Background: an optimization exercise with open tools, aiming at small area. Do not read the settings as production practice.
Function was checked by simulation only, so behaviour that the tests miss may differ from the original.
No activity file was given, so power comes from the tool's default toggle rates.

onyx:
## pulsing_led_level_controller_unit
module pulsing_led_level_controller_unit (
  input  logic                       clk_i,
  input  logic                       rst_ni,
  input  logic                       in_valid,
  output logic                       in_ready,
  input  logic [1:0]                 in_command,
  input  logic [31:0]                in_now_ms,
  input  logic [31:0]                in_last_point_ms,
  input  logic [7:0]                 in_red,
  input  logic [7:0]                 in_green,
  input  logic [7:0]                 in_blue,
  output logic                       out_valid,
  input  logic                       out_ready,
  output logic [17:0]                out_level,
  output logic                       out_pulsing,
  output logic [7:0]                 out_red,
  output logic [7:0]                 out_green,
  output logic [7:0]                 out_blue,
  input  logic                       psel,
  input  logic                       penable,
  input  logic                       pwrite,
  input  logic [3:0]                 paddr,
  input  logic [31:0]                pwdata,
  output logic [31:0]                prdata,
  output logic                       pready
);
Size: about 810 cells after synthesis, about 170 flip-flops, about 210 I/O pins, roughly 8200 sq um of cells after synthesis.
export LEC_CHECK = 0
export ABC_AREA = 1
export CAP_MARGIN = 20
export CORE_MARGIN = 2
export CORE_UTILIZATION = 65
export SLEW_MARGIN = 20
create_clock -name core_clock -period 11.0 [get_ports {clk_i}]
standard.sh (not shown) runs the stock make flow with config.mk's settings and CLKGATE_MAP_FILE= SYNTH_SCRIPT=/design/flow/synth_recipe.tcl, a recipe that flattens the netlist after the stock synthesis.
==> flow/flow/run.sh <==
#!/bin/bash
# Standard ORFS layout (the standard.sh) with area-oriented choices:
#  - ABC maps with an area-oriented script (flow/abc_area.script, used through a copy of the
#    ORFS scripts folder); registers are mapped by the unchanged yosys flow as in the standard
#    synthesis.
#  - buf_1 as the port buffer on every input and output port.
#  - CTS with clkbuf_8 buffers, larger sink clusters and no dummy loads.
# Each tool's output goes to the ORFS logs under orfs/logs; make's output goes to flow.log.
set -euo pipefail
rm -rf orfs_scripts
cp -r "$FLOW_HOME/scripts" orfs_scripts
cp flow/abc_area.script orfs_scripts/abc_area.script
export SCRIPTS_DIR="$PWD/orfs_scripts"
export BUFFER_PORTS_ARGS="-buffer_cell sky130_fd_sc_hd__buf_1"
export CTS_ARGS="-sink_clustering_enable -repair_clock_nets -dont_use_dummy_load -buf_list sky130_fd_sc_hd__clkbuf_8 -sink_clustering_size 20 -sink_clustering_max_diameter 80"
bash standard.sh > flow.log 2>&1
==> flow/flow/abc_area.script <==
strash
&get -n
&st
&synch2
&dch -f
&put
amap
topo
stime -c
onyx reached the final stage; the timing, DRC and antenna checks on its layout passed.
Modified inputs, xenon compared to onyx
- CORE_UTILIZATION now 40, was 65
==> flow/run.sh (new file) <==
#!/bin/bash
# synth_recipe.tcl (not shown) runs the flow's synth.tcl, then flattens the netlist and writes it again
# the make line also repeats each setting of config.mk as NAME=value (left out here)
make -C /OpenROAD-flow-scripts/flow DESIGN_CONFIG=/design/flow/config.mk WORK_HOME=/design/flow/orfs CLKGATE_MAP_FILE= SYNTH_SCRIPT=/design/flow/synth_recipe.tcl finish
removed: flow/flow/run.sh
removed: flow/flow/abc_area.script
removed: flow/standard.sh
[summary]
In the flow results for onyx and xenon, the total non-filler cell area in the finished layout is smaller on onyx. Against onyx, xenon comes in 2.8 points lower on met3 track demand over resource in global routing. | number of iterations in the first detailed-routing pass | lower: xenon |. xenon vs onyx, instance count: xenon higher. Diff onyx -> xenon: data required time of the worst path went down, final setup slack of the worst path went down, combinational fraction of design power went up, power went up, sequential group share of total power went down.
#### Input delta (nickel over xenon)
==> flow/flow/run.sh (new file) <==
#!/bin/bash
# Standard ORFS layout (the standard.sh, unchanged synthesis) with smaller cells where the
# flow has a choice: buf_1 as the port buffer, no CTS dummy loads, and power recovery (cell
# downsizing on paths with slack) after global routing. Each tool's output goes to the ORFS
# logs under orfs/logs; make's own output goes to flow.log here.
set -euo pipefail
export BUFFER_PORTS_ARGS="-buffer_cell sky130_fd_sc_hd__buf_1"
export CTS_ARGS="-sink_clustering_enable -repair_clock_nets -dont_use_dummy_load"
export RECOVER_POWER=100
bash standard.sh > flow.log 2>&1
==> flow/standard.sh (new file) <==
#!/bin/bash
# synth_recipe.tcl (not shown) runs the flow's synth.tcl, then flattens the netlist and writes it again
# the make line also repeats each setting of config.mk as NAME=value (left out here)
make -C /OpenROAD-flow-scripts/flow DESIGN_CONFIG=/design/flow/config.mk WORK_HOME=/design/flow/orfs CLKGATE_MAP_FILE= SYNTH_SCRIPT=/design/flow/synth_recipe.tcl "${@:-finish}"
removed: flow/run.sh
## What came out
nickel completed end to end; final checks failed (capacitance limit, slew limit).
Proportion of synthesized flip-flops having asynchronous set or reset: nickel vs xenon, no meaningful difference
nickel improves on xenon in overall routed net length.
xenon -> nickel: floorplan die area flat
Setup changes, nickel to garnet
- CORE_UTILIZATION: 40 -> 65
==> flow/flow/run.sh <==
#!/bin/bash
# Standard ORFS layout (the standard.sh) with area-oriented choices:
#  - ABC maps with an area-oriented script (flow/abc_area.script, used through a copy of the
#    ORFS scripts folder); registers are mapped by the unchanged yosys flow as in the standard
#    synthesis.
#  - buf_1 as the port buffer on every input and output port.
#  - CTS with clkbuf_8 buffers, larger sink clusters and no dummy loads.
# Each tool's output goes to the ORFS logs under orfs/logs; make's output goes to flow.log.
set -euo pipefail
rm -rf orfs_scripts
cp -r "$FLOW_HOME/scripts" orfs_scripts
cp flow/abc_area.script orfs_scripts/abc_area.script
export SCRIPTS_DIR="$PWD/orfs_scripts"
export BUFFER_PORTS_ARGS="-buffer_cell sky130_fd_sc_hd__buf_1"
export CTS_ARGS="-sink_clustering_enable -repair_clock_nets -dont_use_dummy_load -buf_list {sky130_fd_sc_hd__clkbuf_4 sky130_fd_sc_hd__clkbuf_8}"
bash standard.sh > flow.log 2>&1
==> flow/flow/abc_area.script (new file) <==
strash
&get -n
&st
&synch2
&dch -f
&put
amap
topo
stime -c
Findings:
garnet completed end to end with timing, DRC and antenna clean.
The slowest cell on the critical path comes out clkbuf_1 in one run and o22ai_1 in the other, namely in nickel and garnet respectively.
Layout clock buffer count across nickel and garnet: no real change.
Summary of the comparison: worst hold slack is higher in garnet, relative to nickel.
garnet: met3 wire length higher than nickel
On largest fanout on the critical path: garnet sits below nickel.
Area of combinational cells with multiple inputs: garnet lower than nickel
Diff garnet..nickel | sequential cell count | unchanged
Here is what was changed in the inputs of ember compared with garnet.
- swapping 65 for 40 in CORE_UTILIZATION
==> flow/flow/run.sh <==
#!/bin/bash
# Standard ORFS layout (the standard.sh, unchanged synthesis) with smaller cells where the
# flow has a choice: buf_1 as the port buffer and no CTS dummy loads. Each tool's output goes
# to the ORFS logs under orfs/logs; make's own output goes to flow.log here.
set -euo pipefail
export BUFFER_PORTS_ARGS="-buffer_cell sky130_fd_sc_hd__buf_1"
export CTS_ARGS="-sink_clustering_enable -repair_clock_nets -dont_use_dummy_load -buf_list sky130_fd_sc_hd__clkbuf_8 -sink_clustering_size 30 -sink_clustering_max_diameter 100"
bash standard.sh > flow.log 2>&1
removed: flow/flow/abc_area.script
## What came out
The number of global-route vias before repair number comes out lower for garnet vs ember. Measured against each other, garnet and ember differ in total track usage, the higher figure coming from garnet. Against garnet, ember comes in 246 higher on number of multi-input combinational cells in the layout. Compared with garnet, in ember multi-input gate share of total cell area rose by 2.4 points, sequential share of layout area has decreased, combinational cell fraction of total power rose by 3.8 points. From garnet to ember the numbers moved as follows: total length of routed wires went up 7.5%, number of cells in the design after placement increased by 374 relative to the old numbers, adder and majority cell fraction of the synthesized area decreased by 0.33 points relative to the old numbers.

-- afterwards: timing with drivers on the ports --
In the flow no input, the clock included, has a driving cell. The finished layouts below were timed again as built, in two steps. Step 1 (the two cells are an assumption about what drives the block):
set clk [get_ports {clk_i}]
set_driving_cell -lib_cell sky130_fd_sc_hd__clkbuf_16 $clk
set_driving_cell -lib_cell sky130_fd_sc_hd__buf_2 [delete_from_list [all_inputs] $clk]
Step 2 adds t to the input delays and takes it off the output delays; t is the mean of the earliest and latest rising clock arrival at the registers after step 1. Input paths then give back, and output paths get back, about the clock's delay inside the block. Three values: ideal, step 1, step 2; two values: the first two.
run	t (ns)	setup slack, ns	hold WS [ns]	pins driven straight from the clock port
onyx	0.480	4.607 / 4.607 / 4.607	0.320 / 0.320 / 0.320	1
xenon	0.474	4.353 / 4.331 / 4.331	0.324 / 0.324 / 0.324	1
nickel	0.456	4.815 / 4.793 / 4.793	0.310 / 0.310 / 0.310	1
garnet	0.480	4.607 / 4.607 / 4.607	0.320 / 0.320 / 0.320	1
ember	0.494	5.060 / 5.040 / 5.040	0.295 / 0.295 / 0.295	1
